Source: an optimization exercise on an open RTL-to-GDS flow (aim: small area). Production flows keep margins and buffers that such runs may drop. RTL that was checked went through simulation tests only; none was proved equivalent to the original. Power and IR drop assume default switching activity.

## the baseline
==> flow/design.v (excerpt) <==
module ks_out_process #(
  parameter int OP_W          = ks_out_pkg::DEF_OP_W,
  parameter int LWE_COEF_W    = ks_out_pkg::DEF_LWE_COEF_W,
  parameter int CORR_W        = ks_out_pkg::DEF_CORR_W,
  parameter int LBX           = ks_out_pkg::DEF_LBX,
  parameter int LWE_K         = ks_out_pkg::DEF_LWE_K,
  parameter int BATCH_PBS_NB  = ks_out_pkg::DEF_BATCH_PBS_NB,
  parameter int USE_MEAN_COMP = ks_out_pkg::DEF_USE_MEAN_COMP
) (
  input  logic                     clk,
  input  logic                     s_rst_n,
  input  logic [LBX-1:0][OP_W-1:0] mult_data_i,
  input  logic [LBX-1:0]           mult_avail_i,
  input  logic [LBX-1:0]           mult_last_pbs_i,
  input  logic [OP_W-1:0]          body_data_i,
  input  logic                     body_vld_i,
  output logic                     body_rdy_o,
  input  logic                     restart_i,
  output logic [LWE_COEF_W-1:0]    lwe_coef_o,
  output logic [CORR_W-1:0]        lwe_corr_o,
  output logic                     lwe_vld_o,
  input  logic                     lwe_rdy_i,
  output logic                     loop_done_o,
  output logic                     ksk_rd_inc_o,
  output logic                     body_wr_o,
  output logic [OP_W-1:0]          body_wr_data_o
);
  localparam int DEPTH0 = 6;
  localparam int DEPTH1 = 7;
  localparam int OCNT_W = 4;
  logic                  restart_q;
  logic                  ksk_inc_s0;
  logic [1:0]            set;
  logic                  col_end;
  logic                  in_mask;
  logic                  in_body;
  logic [2:0]            vis;
  logic [2:0]            lcnt0;
  logic [2:0]            lcnt1;
  logic                  mg_lane;
  logic [1:0]            mg_cnt;
  logic [1:0]            rd_cnt;
  logic                  mg_vld;
  logic                  mg0, mg1;
  logic                  mg_last0, mg_last1;
  logic [OCNT_W-1:0]     ocnt;
  logic                  take;
  logic                  rd_lane;
  logic                  rd_set;
  logic                  rd0, rd1;
  logic [LWE_COEF_W-1:0] rd_coef0, rd_coef1;
  logic [CORR_W-1:0]     rd_corr0, rd_corr1;
  logic                  rd_last0, rd_last1;
  logic                  rd_last;
  logic [OP_W-1:0]       body;
  ...
Size in the first run: about 1,600 cells after synthesis, ~590 flip-flops, ~170 I/O pins, roughly 0.023 sq mm of cells after synthesis.
Settings: LEC_CHECK=0, CAP_MARGIN=20, CORE_MARGIN=2, CORE_UTILIZATION=60, CTS_BUF_LIST=sky130_fd_sc_hd__clkbuf_8, CTS_CLUSTER_DIAMETER=50, CTS_CLUSTER_SIZE=20, PLACE_DENSITY=0.7, SLEW_MARGIN=20; clock period 5.0 ns.
standard.sh (not shown) runs the stock make flow with config.mk's settings and CLKGATE_MAP_FILE= SYNTH_SCRIPT=/design/flow/synth_recipe.tcl, a recipe that flattens the netlist after the stock synthesis.
==> flow/flow/run.sh <==
#!/bin/bash
# The standard layout (standard.sh), with two changes:
#  - the port buffers are plain buf_1 cells
#  - clock tree synthesis adds no dummy loads
set -euo pipefail
export BUFFER_PORTS_ARGS="-buffer_cell sky130_fd_sc_hd__buf_1"
export CTS_ARGS="-sink_clustering_enable -repair_clock_nets -sink_clustering_size 20 -sink_clustering_max_diameter 50 -buf_list sky130_fd_sc_hd__clkbuf_8 -dont_use_dummy_load"
bash standard.sh > standard.log 2>&1
The following lists how the candidate was set up differently from the baseline:
--- a/flow/design.v
+++ b/flow/design.v
@@ -101,20 +101,27 @@
   logic                  low_zero;
   logic                  round_up;
   logic [LWE_COEF_W-1:0] coef;
   logic [CORR_W-1:0]     corr;
   function automatic logic [PTR_W-1:0] ptr_next(input logic [PTR_W-1:0] ptr);
     ptr_next = (ptr == PTR_W'(DEPTH - 1)) ? '0 : ptr + 1'b1;
   endfunction
   assign low_zero = (data_i[ERR_W-2:0] == '0);
   assign round_up = ~data_i[ERR_W-1] | low_zero;
-  assign coef     = ~data_i[OP_W-1 -: LWE_COEF_W] + LWE_COEF_W'(round_up);
-  assign corr     = '0 - data_i[CORR_W-1:0];
+  always_comb begin
+    logic cy;
+    cy = round_up;
+    for (int i = 0; i < LWE_COEF_W; i++) begin
+      coef[i] = ~data_i[ERR_W + i] ^ cy;
+      cy      = cy & ~data_i[ERR_W + i];
+    end
+  end
+  assign corr     = data_i[CORR_W-1:0];
   always_ff @(posedge clk) begin
     if (!s_rst_n || flush_i) begin
       wr_ptr <= '0;
       mg_ptr <= '0;
       rd_ptr <= '0;
     end else begin
       if (wr_i) wr_ptr <= ptr_next(wr_ptr);
       if (mg_i) mg_ptr <= ptr_next(mg_ptr);
       if (rd_i) rd_ptr <= ptr_next(rd_ptr);
@@ -195,24 +202,26 @@
   logic [OCNT_W-1:0]     ocnt;
   logic                  take;
   logic                  rd_lane;
   logic                  rd_set;
   logic                  rd0, rd1;
   logic [LWE_COEF_W-1:0] rd_coef0, rd_coef1;
   logic [CORR_W-1:0]     rd_corr0, rd_corr1;
   logic                  rd_last0, rd_last1;
   logic                  rd_last;
+  logic [CORR_W-1:0]     rd_corr;
   logic [OP_W-1:0]       body;
   logic                  body_vld;
   logic                  body_s0;
   logic                  body_s1;
   logic                  body_s2;
   logic [OP_W-1:0]       data_s0;
+  logic [OP_W-1:0]       body_diff;
   logic [OP_W-1:0]       body_s1_data;
   logic [OP_W-1:0]       body_s2_data;
   always_ff @(posedge clk) begin
     if (!s_rst_n) begin
       restart_q    <= 1'b0;
       ksk_inc_s0   <= 1'b0;
       ksk_rd_inc_o <= 1'b0;
     end else begin
       restart_q    <= restart_i;
@@ -303,19 +312,27 @@
       ocnt <= ocnt + OCNT_W'(mg_vld) - OCNT_W'(take);
     end
   end
   assign lwe_vld_o = (ocnt != '0);
   assign take      = lwe_vld_o & lwe_rdy_i;
   assign rd0       = take & ~rd_lane;
   assign rd1       = take &  rd_lane;
   assign rd_last   = rd_lane ? (rd_cnt == '0) : rd_last0;
   assign lwe_coef_o = rd_lane ? rd_coef1 : rd_coef0;
-  assign lwe_corr_o = rd_lane ? rd_corr1 : rd_corr0;
+  assign rd_corr    = rd_lane ? rd_corr1 : rd_corr0;
+  always_comb begin
+    logic any;
+    any = 1'b0;
+    for (int i = 0; i < CORR_W; i++) begin
+      lwe_corr_o[i] = rd_corr[i] ^ any;
+      any = any | rd_corr[i];
+    end
+  end
   always_ff @(posedge clk) begin
     if (!s_rst_n || restart_q) begin
       rd_lane <= 1'b0;
       rd_set  <= 1'b0;
       rd_cnt  <= '0;
     end else if (take) begin
       if (rd_last) begin
         rd_lane <= ~rd_lane;
         if (rd_lane) rd_set <= ~rd_set;
@@ -355,16 +372,24 @@
       body_s2   <= 1'b0;
       body_wr_o <= 1'b0;
     end else begin
       body_s0   <= in_body;
       body_s1   <= body_s0;
       body_s2   <= body_s1;
       body_wr_o <= body_s2;
     end
   end
+  always_comb begin
+    logic cy;
+    cy = 1'b1;
+    for (int i = 0; i < OP_W; i++) begin
+      body_diff[i] = body[i] ^ ~data_s0[i] ^ cy;
+      cy           = (body[i] & ~data_s0[i]) | (body[i] & cy) | (~data_s0[i] & cy);
+    end
+  end
   always_ff @(posedge clk) begin
     data_s0        <= mult_data_i[0];
-    body_s1_data   <= body - data_s0;
+    body_s1_data   <= body_diff;
     body_s2_data   <= body_s1_data;
     body_wr_data_o <= body_s2_data;
   end
 endmodule
==> comparison <==
- Summary of the comparison: sequential power is lower in the candidate, relative to the baseline.
- Compared with the baseline, in the candidate inserted tap cell count lost about 8%, worst hold margin picked up an extra 0.0075 ns.
- The candidate ends up with a number of failing setup endpoints in the final timing report that is 25 higher than in the baseline.
- Sequential share of layout area came out lower on the candidate than on the baseline.
- The candidate: multi-input gate area in the final layout 7.0% below the baseline
- Completing all stages was not enough for the candidate: its layout failed the final checks because of setup timing.
- Looking at count of routing violations after the opening detailed-route iteration, the candidate sits about 24% above the baseline.
- Changes observed in the candidate relative to the baseline: met1 routed wirelength after detailed routing +about 0.5%, setup slack now sits lower, synthesis-to-finish area growth grew by 4.1 points, cell-internal power increased by about 1.4% relative to the old numbers.
The RTL of the candidate was laid out without a check of its function.

---

== alpha ==
Another version of the RTL of ks_out_process (not shown whole).
For scale: about 1500 cells after synthesis, ~590 flip-flops, ~170 I/O pins, roughly 22000 um2 of cells after synthesis.
clock: 5.0 ns
lec_check: 0
cap_margin: 0
core_margin: 2
core_utilization: 60
place_density: 0.7
slew_margin: 0
Scripts as last shown in full above: flow/flow/run.sh
Inputs modified between alpha and beta:
--- a/flow/design.v
+++ b/flow/design.v
@@ -192,25 +192,24 @@
 );
   localparam int DEPTH0 = 6;
   localparam int DEPTH1 = 7;
   localparam int OCNT_W = 4;
   logic                  restart_q;
   logic                  ksk_inc_s0;
   logic [1:0]            set;
   logic                  col_end;
   logic                  in_mask;
   logic                  in_body;
   logic [2:0]            vis;
   logic [2:0]            lcnt0;
-  logic [2:0]            lcnt1;
   logic                  mg_lane;
   logic [1:0]            mg_cnt;
   logic [1:0]            rd_cnt;
   logic                  mg_vld;
   logic                  mg0, mg1;
   logic                  mg_last0, mg_last1;
   logic [OCNT_W-1:0]     ocnt;
   logic                  take;
   logic                  rd_lane;
   logic                  rd_set;
   logic                  rd0, rd1;
   logic [LWE_COEF_W-1:0] rd_coef0, rd_coef1;
@@ -288,37 +287,35 @@
     .flush_i    (restart_q),
     .wr_i       (in_mask),
     .data_i     (mult_data_i[1]),
     .last_pbs_i (mult_last_pbs_i[1]),
     .mg_i       (mg1),
     .mg_last_o  (mg_last1),
     .rd_sel_i   (rd_lane),
     .rd_i       (rd1),
     .rd_coef_o  (rd_coef1),
     .rd_corr_o  (rd_corr1),
     .rd_last_o  (rd_last1)
   );
-  assign mg_vld = mg_lane ? (lcnt1 != '0) : (lcnt0 != '0);
+  assign mg_vld = mg_lane | (lcnt0 != '0);
   assign mg0    = mg_vld & ~mg_lane;
   assign mg1    = mg_vld &  mg_lane;
   always_ff @(posedge clk) begin
     if (!s_rst_n || restart_q) begin
       lcnt0   <= '0;
-      lcnt1   <= '0;
       mg_lane <= 1'b0;
       mg_cnt  <= '0;
       ocnt    <= '0;
     end else begin
       lcnt0 <= lcnt0 + 3'(vis[2]) - 3'(mg0);
-      lcnt1 <= lcnt1 + 3'(vis[2]) - 3'(mg1);
       if (mg_vld) begin
         if (mg_lane ? (mg_cnt == '0) : mg_last0) begin
           mg_lane <= ~mg_lane;
         end
         if (mg_lane) begin
           if (mg_cnt != '0) mg_cnt <= mg_cnt - 2'd1;
         end else if (!mg_last0) begin
           mg_cnt <= mg_cnt + 2'd1;
         end
       end
       ocnt <= ocnt + OCNT_W'(mg_vld) - OCNT_W'(take);
     end
## What came out
Going from alpha to beta, sequential fraction of total cell area saw little to no change; timing-limited maximum frequency saw an increase. Summary of beta over alpha: critical path depth went up by 1; number of global-route vias before repair went up by 138; first-pass GRT wire length went up by 1600 um; non-clock buffer area fraction after layout was more or less identical. For area fraction in compound gates after synthesis, alpha and beta come out practically identical. Status: proportion of cell area occupied by multi-input gates parity (alpha, beta). Delta (beta minus alpha): largest clock skew in the final design increased 0.0087 ns; power density over the cells decreased 2.5 nW/um2. Taking alpha as the reference, in beta maximum number of pins on one net before global-route repair dropped 6, final area -about 0.4%, worst setup slack has increased.
The RTL of beta was laid out without a check of its function.

---

Setup of lagoon:
ks_out_process, a different RTL version from the one above (not shown whole).
Size in the first run: roughly 1500 cells after synthesis, roughly 580 flip-flops, ~170 I/O pins, ~22000 um2 of cells after synthesis.
Design ks_out_process, start of the top module:
module ks_out_process #(
  parameter int OP_W          = ks_out_pkg::DEF_OP_W,
  parameter int LWE_COEF_W    = ks_out_pkg::DEF_LWE_COEF_W,
  parameter int CORR_W        = ks_out_pkg::DEF_CORR_W,
  parameter int LBX           = ks_out_pkg::DEF_LBX,
  parameter int LWE_K         = ks_out_pkg::DEF_LWE_K,
  parameter int BATCH_PBS_NB  = ks_out_pkg::DEF_BATCH_PBS_NB,
  parameter int USE_MEAN_COMP = ks_out_pkg::DEF_USE_MEAN_COMP
) (
  input  logic                     clk,
  input  logic                     s_rst_n,
  input  logic [LBX-1:0][OP_W-1:0] mult_data_i,
  input  logic [LBX-1:0]           mult_avail_i,
  input  logic [LBX-1:0]           mult_last_pbs_i,
  input  logic [OP_W-1:0]          body_data_i,
  input  logic                     body_vld_i,
  output logic                     body_rdy_o,
  input  logic                     restart_i,
  output logic [LWE_COEF_W-1:0]    lwe_coef_o,
  output logic [CORR_W-1:0]        lwe_corr_o,
  output logic                     lwe_vld_o,
  input  logic                     lwe_rdy_i,
  output logic                     loop_done_o,
  output logic                     ksk_rd_inc_o,
  output logic                     body_wr_o,
  output logic [OP_W-1:0]          body_wr_data_o
);
Settings: LEC_CHECK=0, CAP_MARGIN=0, CORE_MARGIN=2, CORE_UTILIZATION=60, PLACE_DENSITY=0.7, SLEW_MARGIN=0; clock period 5.0 ns.
==> flow/flow/run.sh <==
#!/bin/bash
# The standard layout (standard.sh), with two changes:
#  - the port buffers are plain buf_1 cells
#  - clock tree synthesis adds no dummy loads
set -euo pipefail
export BUFFER_PORTS_ARGS="-buffer_cell sky130_fd_sc_hd__buf_1"
export CTS_ARGS="-sink_clustering_enable -repair_clock_nets -sink_clustering_size 20 -sink_clustering_max_diameter 65 -buf_list sky130_fd_sc_hd__clkbuf_8 -dont_use_dummy_load"
bash standard.sh > standard.log 2>&1
Changes in nickel relative to lagoon:
--- a/flow/design.v
+++ b/flow/design.v
@@ -93,74 +93,93 @@
   logic [LWE_COEF_W-1:0] coef_q [DEPTH];
   logic [CORR_W-1:0]     corr_q [DEPTH];
   logic [DEPTH-1:0]      last_q;
   logic [PTR_W-1:0]      wr_ptr;
   logic [PTR_W-1:0]      mg_ptr;
   logic [PTR_W-1:0]      rd_ptr;
   logic                  low_zero;
   logic                  round_up;
   logic [LWE_COEF_W-1:0] coef;
   logic [CORR_W-1:0]     corr;
   function automatic logic [PTR_W-1:0] ptr_next(input logic [PTR_W-1:0] ptr);
-    ptr_next = (ptr == PTR_W'(DEPTH - 1)) ? '0 : ptr + 1'b1;
+    if (DEPTH == 6 && PTR_W == 3) begin
+      ptr_next = {ptr[1:0], ~ptr[2]};
+    end else if (DEPTH == 7 && PTR_W == 3) begin
+      ptr_next = {ptr[1:0], ptr[2] ^ ptr[1]};
+    end else begin
+      ptr_next = (ptr == PTR_W'(DEPTH - 1)) ? '0 : ptr + 1'b1;
+    end
+  endfunction
+  function automatic logic [PTR_W-1:0] ptr_at(input int i);
+    logic [PTR_W-1:0] p;
+    p = (DEPTH == 7 && PTR_W == 3) ? PTR_W'(1) : '0;
+    for (int k = 0; k < i; k++) p = ptr_next(p);
+    ptr_at = p;
   endfunction
+  localparam logic [PTR_W-1:0] PTR_FIRST = ptr_at(0);
   assign low_zero = (data_i[ERR_W-2:0] == '0);
   assign round_up = ~data_i[ERR_W-1] | low_zero;
   always_comb begin
     logic cy;
     cy = round_up;
     for (int i = 0; i < LWE_COEF_W; i++) begin
       coef[i] = ~data_i[ERR_W + i] ^ cy;
       cy      = cy & ~data_i[ERR_W + i];
     end
   end
   assign corr     = '0 - data_i[CORR_W-1:0];
   always_ff @(posedge clk) begin
     if (!s_rst_n || flush_i) begin
-      wr_ptr <= '0;
-      mg_ptr <= '0;
-      rd_ptr <= '0;
+      wr_ptr <= PTR_FIRST;
+      mg_ptr <= PTR_FIRST;
+      rd_ptr <= PTR_FIRST;
     end else begin
       if (wr_i) wr_ptr <= ptr_next(wr_ptr);
       if (mg_i) mg_ptr <= ptr_next(mg_ptr);
       if (rd_i) rd_ptr <= ptr_next(rd_ptr);
     end
   end
   always_ff @(posedge clk) begin
     for (int i = 0; i < DEPTH; i++) begin
-      if (wr_i && wr_ptr == PTR_W'(i)) begin
+      if (wr_i && wr_ptr == ptr_at(i)) begin
         coef_q[i] <= coef;
         corr_q[i] <= corr;
       end
     end
   end
   if (HAS_LAST != 0) begin : gen_last
     always_ff @(posedge clk) begin
       for (int i = 0; i < DEPTH; i++) begin
-        if (wr_i && wr_ptr == PTR_W'(i)) begin
+        if (wr_i && wr_ptr == ptr_at(i)) begin
           last_q[i] <= last_pbs_i;
         end
       end
     end
-    assign mg_last_o = last_q[mg_ptr];
-    assign rd_last_o = last_q[rd_ptr];
+    always_comb begin
+      mg_last_o = 1'b0;
+      rd_last_o = 1'b0;
+      for (int i = 0; i < DEPTH; i++) begin
+        if (mg_ptr == ptr_at(i)) mg_last_o = mg_last_o | last_q[i];
+        if (rd_ptr == ptr_at(i)) rd_last_o = rd_last_o | last_q[i];
+      end
+    end
   end else begin : gen_no_last
     assign last_q    = '0;
     assign mg_last_o = 1'b0;
     assign rd_last_o = 1'b0;
   end
   always_comb begin
     rd_coef_o = '0;
     rd_corr_o = '0;
     for (int i = 0; i < DEPTH; i++) begin
-      if (rd_sel_i && rd_ptr == PTR_W'(i)) begin
+      if (rd_sel_i && rd_ptr == ptr_at(i)) begin
         rd_coef_o = rd_coef_o | coef_q[i];
         rd_corr_o = rd_corr_o | corr_q[i];
       end
     end
   end
 endmodule
 `timescale 1ns/10ps
 module ks_out_process #(
   parameter int OP_W          = ks_out_pkg::DEF_OP_W,
   parameter int LWE_COEF_W    = ks_out_pkg::DEF_LWE_COEF_W,
   parameter int CORR_W        = ks_out_pkg::DEF_CORR_W,
@@ -368,19 +387,19 @@
       body_s0   <= 1'b0;
       body_s1   <= 1'b0;
       body_s2   <= 1'b0;
       body_wr_o <= 1'b0;
     end else begin
       body_s0   <= in_body;
       body_s1   <= body_s0;
       body_s2   <= body_s1;
       body_wr_o <= body_s2;
     end
   end
-  assign body_diff = body - data_s0;
+  assign body_diff = body + data_s0 + OP_W'(1);
   always_ff @(posedge clk) begin
-    data_s0        <= mult_data_i[0];
+    data_s0        <= ~mult_data_i[0];
     body_s1_data   <= body_diff;
     body_s2_data   <= body_s1_data;
     body_wr_data_o <= body_s2_data;
   end
 endmodule
## What came out
[nickel] overall die width fell about 0.8% relative to lagoon
Diff lagoon -> nickel: area added between synthesis and finish higher; number of cells on the critical path lower; part of the total power dissipated in the clock network higher.
lwe_coef_o[8] as the capturing instance or port of the critical path was reported by nickel, and lwe_corr_o[12] by lagoon.
The setup slack in nickel was higher than what lagoon gave.
Share of the yosys chip area belonging to registers, nickel and lagoon, higher one = nickel.
On wire length: between nickel and lagoon, it ends up higher for lagoon.
Relative to lagoon, share of the core filled with cells in the final layout has increased by 0.55 points in nickel.
Diff lagoon -> nickel | combinational power | decrease of about 4%

## what the ideal ports hide
In the flow no input, the clock included, has a driving cell. The finished layouts below were timed again as built, in two steps. Step 1 assumes that a clkbuf_16 drives the clock port and a buf_2 every other input. Step 2 times the ports against the registers' clock, not the clock port: input delays grow and output delays shrink by t, the midpoint of the rising clock arrivals with the driver on. Three values: no drivers, after step 1, after step 2; two values: the first two.
| run | shift t [ns] | setup WS [ns] | clock arrival spread, ns | cell pins on the clock port's net |
|---|---|---|---|---|
| the baseline | 0.668 | 0.775 / 0.721 / 1.019 | 0.067 / 0.067 | 1 |
| the candidate | 0.676 | -6.357 / -6.357 / -6.357 | 0.064 / 0.064 | 1 |
| alpha | 0.641 | 0.611 / 0.556 / 0.418 | 0.076 / 0.076 | 1 |
| beta | 0.656 | 0.690 / 0.638 / 0.331 | 0.087 / 0.087 | 1 |
| lagoon | 0.641 | 0.562 / 0.512 / 0.427 | 0.056 / 0.055 | 1 |
| nickel | 0.644 | 0.899 / 0.850 / 0.595 | 0.048 / 0.048 | 1 |
The setup slack of beta, which loses most, moves by -0.052 ns with the drivers and by -0.359 ns with both steps.
